What follows belongs to an exercise in optimizing a design on an open flow for a short achievable clock period and few clock cycles; a production flow would make more cautious choices. At most, simulation tests tie the RTL to the original design; equivalence was not proved. No activity file was given, so power comes from the tool's default toggle rates.

Setup of raven:
==> flow/design.v <==
package proc_pkg;
    typedef enum logic [5-1:0] {
        op_rtype = 5'b00000,
        op_j     = 5'b00001,
        op_bne   = 5'b00010,
        op_jal   = 5'b00011,
        op_jr    = 5'b00100,
        op_addi  = 5'b00101,
        op_blt   = 5'b00110,
        op_sw    = 5'b00111,
        op_lw    = 5'b01000
    } opcode_e;
    typedef enum logic [5-1:0] {
        alu_add = 5'd0,
        alu_sub = 5'd1,
        alu_and = 5'd2,
        alu_or  = 5'd3,
        alu_sll = 5'd4,
        alu_sra = 5'd5
    } alu_op_e;
    typedef struct packed {
        opcode_e                   opcode;
        logic [5-1:0] rd;
        logic [5-1:0] rs;
        logic [5-1:0] rt;
        logic [4:0]                shamt;
        alu_op_e                   alu_op;
        logic [1:0]                spare;
    } insn_t;
    typedef struct packed {
        logic [32-1:0] pc;
        insn_t                 insn;
    } if_id_t;
    typedef struct packed {
        logic [32-1:0] pc;
        logic [32-1:0] a;
        logic [32-1:0] b;
        insn_t                 insn;
    } id_ex_t;
    typedef struct packed {
        logic [32-1:0] result;
        logic [32-1:0] b;
        insn_t                 insn;
    } ex_mem_t;
    typedef struct packed {
        logic [32-1:0] result;
        logic [32-1:0] load_data;
        insn_t                 insn;
    } mem_wb_t;
    typedef struct packed {
        logic                      en;
        logic [5-1:0] idx;
        logic [32-1:0]     data;
    } rf_write_t;
    typedef struct packed {
        logic [32-1:0] addr;
        logic [32-1:0] data;
        logic                  wren;
    } dmem_req_t;
endpackage
module cpu_top (
    input  logic                      clock,
    input  logic                      arst_n,
    output logic [32-1:0]     imem_addr,
    input  logic [32-1:0]     imem_rdata,
    output logic [32-1:0]     dmem_addr,
    output logic [32-1:0]     dmem_wdata,
    output logic                      dmem_wren,
    input  logic [32-1:0]     dmem_rdata,
    output logic [5-1:0] rf_raddr_a,
    output logic [5-1:0] rf_raddr_b,
    input  logic [32-1:0]     rf_rdata_a,
    input  logic [32-1:0]     rf_rdata_b,
    output logic                      rf_wen,
    output logic [5-1:0] rf_widx,
    output logic [32-1:0]     rf_wdata
);
    localparam logic [4:0] OP_R    = 5'd0;
    localparam logic [4:0] OP_J    = 5'd1;
    localparam logic [4:0] OP_BNE  = 5'd2;
    localparam logic [4:0] OP_JAL  = 5'd3;
    localparam logic [4:0] OP_JR   = 5'd4;
    localparam logic [4:0] OP_ADDI = 5'd5;
    localparam logic [4:0] OP_BLT  = 5'd6;
    localparam logic [4:0] OP_SW   = 5'd7;
    localparam logic [4:0] OP_LW   = 5'd8;
    logic [31:0] pc;
    logic [31:0] ras;
    logic        d_valid;
    logic [31:0] d_insn;
    logic [31:0] d_pc1;
    logic        d_pred_taken;
    logic [31:0] d_pred_npc;
    logic [4:0]  d_ra;
    logic [4:0]  d_rb;
    logic        e_valid;
    logic        e_writes;
    logic [4:0]  e_dest;
    logic        e_is_lw;
    logic        e_is_sw;
    logic        e_is_r;
    logic        e_is_jal;
    logic        e_is_bne;
    logic        e_is_blt;
    logic        e_is_jr;
    logic [4:0]  e_func;
    logic [4:0]  e_shamt;
    logic [31:0] e_imm;
    logic [31:0] e_a;
    logic [31:0] e_b;
    logic        e_fa;
    logic        e_fb;
    logic [31:0] e_pc1;
    logic [31:0] e_brtgt;
    logic        e_pred_taken;
    logic [31:0] e_pred_npc;
    logic        m_writes;
    logic [4:0]  m_dest;
    logic        m_is_lw;
    logic        m_wren;
    logic [31:0] m_result;
    logic [31:0] m_sdata;
    logic        w_en;
    logic [4:0]  w_idx;
    logic [31:0] w_data;
    logic [31:0] f_insn;
    logic [4:0]  f_op;
    logic [31:0] f_pc1;
    logic [31:0] f_imm;
    logic [31:0] f_target;
    logic [31:0] f_brtgt;
    logic        f_is_br;
    logic        f_pred_taken;
    logic [31:0] f_pred_npc;
    assign imem_addr = pc;
    assign f_insn    = imem_rdata;
    assign f_op      = f_insn[31:27];
    assign f_pc1     = pc + 32'd1;
    assign f_imm     = {{15{f_insn[16]}}, f_insn[16:0]};
    assign f_target  = {{5{f_insn[26]}}, f_insn[26:0]};
    assign f_brtgt   = f_pc1 + f_imm;
    assign f_is_br   = (f_op == OP_BNE) || (f_op == OP_BLT);
    assign f_pred_taken = f_is_br && f_insn[16];
    always_comb begin
        if ((f_op == OP_J) || (f_op == OP_JAL)) begin
            f_pred_npc = f_target;
        end else if (f_op == OP_JR) begin
            f_pred_npc = ras;
        end else if (f_pred_taken) begin
            f_pred_npc = f_brtgt;
        end else begin
            f_pred_npc = f_pc1;
        end
    end
    logic [4:0]  d_op;
    logic [4:0]  d_rd;
    logic [31:0] d_imm;
    logic        d_is_r;
    logic        d_is_addi;
    logic        d_is_lw;
    logic        d_is_sw;
    logic        d_is_bne;
    logic        d_is_blt;
    logic        d_is_jr;
    logic        d_is_jal;
    logic        d_uses_a;
    logic        d_uses_b;
    logic [4:0]  d_dest;
    logic        d_writes;
    logic        stall;
    logic        d_mhit_a;
    logic        d_mhit_b;
    logic [31:0] m_wdata;
    logic [31:0] d_a;
    logic [31:0] d_b;
    assign d_op      = d_insn[31:27];
    assign d_rd      = d_insn[26:22];
    assign d_imm     = {{15{d_insn[16]}}, d_insn[16:0]};
    assign d_is_r    = d_op == OP_R;
    assign d_is_addi = d_op == OP_ADDI;
    assign d_is_lw   = d_op == OP_LW;
    assign d_is_sw   = d_op == OP_SW;
    assign d_is_bne  = d_op == OP_BNE;
    assign d_is_blt  = d_op == OP_BLT;
    assign d_is_jr   = d_op == OP_JR;
    assign d_is_jal  = d_op == OP_JAL;
    assign d_uses_a  = d_is_r || d_is_addi || d_is_lw || d_is_sw || d_is_bne || d_is_blt;
    assign d_uses_b  = d_is_r || d_is_bne || d_is_blt || d_is_jr || d_is_sw;
    assign d_dest    = d_is_jal ? 5'd31 : d_rd;
    assign d_writes  = (d_is_r || d_is_addi || d_is_lw || d_is_jal) && (d_dest != 5'd0);
    assign rf_raddr_a = d_ra;
    assign rf_raddr_b = d_rb;
    assign stall = d_valid && e_valid && e_is_lw && e_writes &&
                   ((d_uses_a && (d_ra == e_dest)) || (d_uses_b && (d_rb == e_dest)));
    assign m_wdata  = m_is_lw ? dmem_rdata : m_result;
    assign d_mhit_a = m_writes && (m_dest == d_ra);
    assign d_mhit_b = m_writes && (m_dest == d_rb);
    assign d_a      = d_mhit_a ? m_wdata : rf_rdata_a;
    assign d_b      = d_mhit_b ? m_wdata : rf_rdata_b;
    logic [31:0] a;
    logic [31:0] b;
    logic [31:0] sum_ab;
    logic [31:0] diff_ab;
    logic [31:0] sum_ai;
    logic [31:0] alu_r;
    logic [31:0] result;
    logic        ne;
    logic        lt;
    logic        taken;
    logic        mispredict;
    logic [31:0] redirect_pc;
    assign a = e_fa ? m_result : e_a;
    assign b = e_fb ? m_result : e_b;
    assign sum_ab  = a + b;
    assign diff_ab = a - b;
    assign sum_ai  = a + e_imm;
    always_comb begin
        case (e_func)
            5'd1:    alu_r = diff_ab;
            5'd2:    alu_r = a & b;
            5'd3:    alu_r = a | b;
            5'd4:    alu_r = a << e_shamt;
            5'd5:    alu_r = $signed(a) >>> e_shamt;
            default: alu_r = sum_ab;
        endcase
    end
    always_comb begin
        if (e_is_r) begin
            result = alu_r;
        end else if (e_is_jal) begin
            result = e_pc1;
        end else begin
            result = sum_ai;
        end
    end
    assign ne    = b != a;
    assign lt    = $signed(b) < $signed(a);
    assign taken = (e_is_bne && ne) || (e_is_blt && lt);
    assign mispredict = e_valid &&
                        (((e_is_bne || e_is_blt) && (taken != e_pred_taken)) ||
                         (e_is_jr && (b != e_pred_npc)));
    always_comb begin
        if (e_is_jr) begin
            redirect_pc = b;
        end else if (taken) begin
            redirect_pc = e_brtgt;
        end else begin
            redirect_pc = e_pc1;
        end
    end
    assign dmem_addr  = m_result;
    assign dmem_wdata = m_sdata;
    assign dmem_wren  = m_wren;
    assign rf_wen   = w_en;
    assign rf_widx  = w_idx;
    assign rf_wdata = w_data;
    always_ff @(posedge clock or negedge arst_n) begin
        if (!arst_n) begin
            pc  <= 32'h0000_0000;
            ras <= '0;
        end else if (mispredict) begin
            pc <= redirect_pc;
        end else if (!stall) begin
            pc <= f_pred_npc;
            if (f_op == OP_JAL) begin
                ras <= f_pc1;
            end
        end
    end
    always_ff @(posedge clock or negedge arst_n) begin
        if (!arst_n) begin
            d_valid      <= 1'b0;
            d_insn       <= '0;
            d_pc1        <= '0;
            d_pred_taken <= 1'b0;
            d_pred_npc   <= '0;
            d_ra         <= '0;
            d_rb         <= '0;
        end else if (mispredict) begin
            d_valid <= 1'b0;
        end else if (!stall) begin
            d_valid      <= 1'b1;
            d_insn       <= f_insn;
            d_pc1        <= f_pc1;
            d_pred_taken <= f_pred_taken;
            d_pred_npc   <= ras;
            d_ra         <= f_insn[21:17];
            d_rb         <= (f_op[2:1] == 2'b00) ? f_insn[16:12] : f_insn[26:22];
        end
    end
    always_ff @(posedge clock or negedge arst_n) begin
        if (!arst_n) begin
            e_valid      <= 1'b0;
            e_writes     <= 1'b0;
            e_dest       <= '0;
            e_is_lw      <= 1'b0;
            e_is_sw      <= 1'b0;
            e_is_r       <= 1'b0;
            e_is_jal     <= 1'b0;
            e_is_bne     <= 1'b0;
            e_is_blt     <= 1'b0;
            e_is_jr      <= 1'b0;
            e_func       <= '0;
            e_shamt      <= '0;
            e_imm        <= '0;
            e_a          <= '0;
            e_b          <= '0;
            e_fa         <= 1'b0;
            e_fb         <= 1'b0;
            e_pc1        <= '0;
            e_brtgt      <= '0;
            e_pred_taken <= 1'b0;
            e_pred_npc   <= '0;
        end else begin
            e_valid      <= d_valid && !mispredict && !stall;
            e_writes     <= d_valid && !mispredict && !stall && d_writes;
            e_dest       <= d_dest;
            e_is_lw      <= d_is_lw;
            e_is_sw      <= d_is_sw;
            e_is_r       <= d_is_r;
            e_is_jal     <= d_is_jal;
            e_is_bne     <= d_is_bne;
            e_is_blt     <= d_is_blt;
            e_is_jr      <= d_is_jr;
            e_func       <= d_insn[6:2];
            e_shamt      <= d_insn[11:7];
            e_imm        <= d_imm;
            e_a          <= d_a;
            e_b          <= d_b;
            e_fa         <= e_writes && !e_is_lw && (e_dest == d_ra);
            e_fb         <= e_writes && !e_is_lw && (e_dest == d_rb);
            e_pc1        <= d_pc1;
            e_brtgt      <= d_pc1 + d_imm;
            e_pred_taken <= d_pred_taken;
            e_pred_npc   <= d_pred_npc;
        end
    end
    always_ff @(posedge clock or negedge arst_n) begin
        if (!arst_n) begin
            m_writes <= 1'b0;
            m_dest   <= '0;
            m_is_lw  <= 1'b0;
            m_wren   <= 1'b0;
            m_result <= '0;
            m_sdata  <= '0;
        end else begin
            m_writes <= e_writes;
            m_dest   <= e_dest;
            m_is_lw  <= e_is_lw;
            m_wren   <= e_valid && e_is_sw;
            m_result <= result;
            m_sdata  <= b;
        end
    end
    always_ff @(posedge clock or negedge arst_n) begin
        if (!arst_n) begin
            w_en   <= 1'b0;
            w_idx  <= '0;
            w_data <= '0;
        end else begin
            w_en   <= m_writes;
            w_idx  <= m_dest;
            w_data <= m_wdata;
        end
    end
endmodule
Settings: LEC_CHECK=0, ABC_CLOCK_PERIOD_IN_PS=2000, CAP_MARGIN=20, CORE_MARGIN=2, CORE_UTILIZATION=40, SETUP_SLACK_MARGIN=5, SLEW_MARGIN=20, TNS_END_PERCENT=100; clock period 9.0 ns.
run.sh (not shown) runs the stock make flow with config.mk's settings and CLKGATE_MAP_FILE= SYNTH_SCRIPT=/design/flow/synth_recipe.tcl, a recipe that flattens the netlist after the stock synthesis.
Input changes introduced in lagoon (baseline for comparison: raven):
--- a/flow/design.v
+++ b/flow/design.v
@@ -57,8 +57,41 @@
         logic [32-1:0] data;
         logic                  wren;
     } dmem_req_t;
 endpackage
+module proc_ks_add #(
+    parameter int W = 32
+) (
+    input  logic [W-1:0] x,
+    input  logic [W-1:0] y,
+    input  logic         cin,
+    output logic [W-1:0] s,
+    output logic         cout
+);
+    localparam int L = 5;
+    logic [W-1:0] p0;
+    logic [W-1:0] g [0:L];
+    logic [W-1:0] p [0:L];
+    assign p0 = x ^ y;
+    always_comb begin
+        g[0] = x & y;
+        g[0][0] = (x[0] & y[0]) | (p0[0] & cin);
+        p[0] = p0;
+    end
+    for (genvar l = 0; l < L; l++) begin : g_lvl
+        for (genvar i = 0; i < W; i++) begin : g_bit
+            if (i >= (1 << l)) begin : g_comb
+                assign g[l+1][i] = g[l][i] | (p[l][i] & g[l][i-(1<<l)]);
+                assign p[l+1][i] = p[l][i] & p[l][i-(1<<l)];
+            end else begin : g_pass
+                assign g[l+1][i] = g[l][i];
+                assign p[l+1][i] = p[l][i];
+            end
+        end
+    end
+    assign s    = p0 ^ {g[L][W-2:0], cin};
+    assign cout = g[L][W-1];
+endmodule
 module cpu_top (
     input  logic                      clock,
     input  logic                      arst_n,
     output logic [32-1:0]     imem_addr,
@@ -134,12 +167,12 @@
     logic [31:0] f_pred_npc;
     assign imem_addr = pc;
     assign f_insn    = imem_rdata;
     assign f_op      = f_insn[31:27];
-    assign f_pc1     = pc + 32'd1;
+    proc_ks_add i_f_pc1 (.x(pc), .y(32'd0), .cin(1'b1), .s(f_pc1), .cout());
     assign f_imm     = {{15{f_insn[16]}}, f_insn[16:0]};
     assign f_target  = {{5{f_insn[26]}}, f_insn[26:0]};
-    assign f_brtgt   = f_pc1 + f_imm;
+    proc_ks_add i_f_brtgt (.x(pc), .y(f_imm), .cin(1'b1), .s(f_brtgt), .cout());
     assign f_is_br   = (f_op == OP_BNE) || (f_op == OP_BLT);
     assign f_pred_taken = f_is_br && f_insn[16];
     always_comb begin
         if ((f_op == OP_J) || (f_op == OP_JAL)) begin
@@ -195,8 +228,10 @@
     assign m_wdata  = m_is_lw ? dmem_rdata : m_result;
     assign d_mhit_a = m_writes && (m_dest == d_ra);
     assign d_mhit_b = m_writes && (m_dest == d_rb);
     assign d_a      = d_mhit_a ? m_wdata : rf_rdata_a;
+    logic [31:0] d_brtgt;
+    proc_ks_add i_d_brtgt (.x(d_pc1), .y(d_imm), .cin(1'b0), .s(d_brtgt), .cout());
     assign d_b      = d_mhit_b ? m_wdata : rf_rdata_b;
     logic [31:0] a;
     logic [31:0] b;
     logic [31:0] sum_ab;
@@ -210,11 +245,13 @@
     logic        mispredict;
     logic [31:0] redirect_pc;
     assign a = e_fa ? m_result : e_a;
     assign b = e_fb ? m_result : e_b;
-    assign sum_ab  = a + b;
-    assign diff_ab = a - b;
-    assign sum_ai  = a + e_imm;
+    logic        ge_ba;
+    proc_ks_add i_sum_ab  (.x(a), .y(b), .cin(1'b0), .s(sum_ab), .cout());
+    proc_ks_add i_diff_ab (.x(a), .y(~b), .cin(1'b1), .s(diff_ab), .cout());
+    proc_ks_add i_sum_ai  (.x(a), .y(e_imm), .cin(1'b0), .s(sum_ai), .cout());
+    proc_ks_add i_cmp (.x({~b[31], b[30:0]}), .y(~{~a[31], a[30:0]}), .cin(1'b1), .s(), .cout(ge_ba));
     always_comb begin
         case (e_func)
             5'd1:    alu_r = diff_ab;
             5'd2:    alu_r = a & b;
@@ -233,9 +270,9 @@
             result = sum_ai;
         end
     end
     assign ne    = b != a;
-    assign lt    = $signed(b) < $signed(a);
+    assign lt    = !ge_ba;
     assign taken = (e_is_bne && ne) || (e_is_blt && lt);
     assign mispredict = e_valid &&
                         (((e_is_bne || e_is_blt) && (taken != e_pred_taken)) ||
                          (e_is_jr && (b != e_pred_npc)));
@@ -329,9 +366,9 @@
             e_b          <= d_b;
             e_fa         <= e_writes && !e_is_lw && (e_dest == d_ra);
             e_fb         <= e_writes && !e_is_lw && (e_dest == d_rb);
             e_pc1        <= d_pc1;
-            e_brtgt      <= d_pc1 + d_imm;
+            e_brtgt      <= d_brtgt;
             e_pred_taken <= d_pred_taken;
             e_pred_npc   <= d_pred_npc;
         end
     end
[compare] base=raven new=lagoon: count of inserted tapcells grew by 74; final non-filler cell area went up about 4%; maximum frequency now sits higher.
Taking raven as the reference, in lagoon cell-internal power has increased, first-iteration DRC count up about 4.5%, synthesis-to-layout area growth did not really move, shortest period the worst path allows down 300 ps, total routed wirelength higher.
Re number of max-cap violations: no difference whatsoever between lagoon and raven.
Placed standard-cell area (lagoon vs. raven) increases by a few percent
lagoon: total power consumption of the routed design is about 7% higher than what raven reported.
NOTE: sequential share of layout area in lagoon falls short of that of raven
Testbench counts of lagoon, summed over its fixed seeds: cycles 50,615.
Only the layout flow was run in raven; the RTL was not checked for function there.

[static timing again, ports no longer ideal]
In the flow no input, the clock included, has a driving cell. The finished layouts below were timed again as built, in two steps.
Step 1 sets driving cells, clkbuf_16 on the clock port and buf_2 on the other inputs (assumed; they add their load-dependent delay and slew).
Step 2 also shifts input and output timing later by t, the mid clock arrival at the registers, as if the neighbouring blocks saw the same clock.
Slacks: ideal ports / drivers / drivers and shift; pairs: ideal ports / drivers.
| run | t (ns) | slack for setup (ns) | latest minus earliest clock arrival (ns) | pins driven straight from the clock port |
|---|---|---|---|---|
| raven | 0.712 | 4.353 / 4.353 / 4.038 | 0.063 / 0.062 | 1 |
| lagoon | 0.707 | 4.651 / 4.651 / 4.139 | 0.029 / 0.030 | 1 |
After both steps setup and hold are still met in every run listed. For lagoon, which loses most, drivers alone change the setup slack by 0.000 ns; drivers and shift together by -0.512 ns.
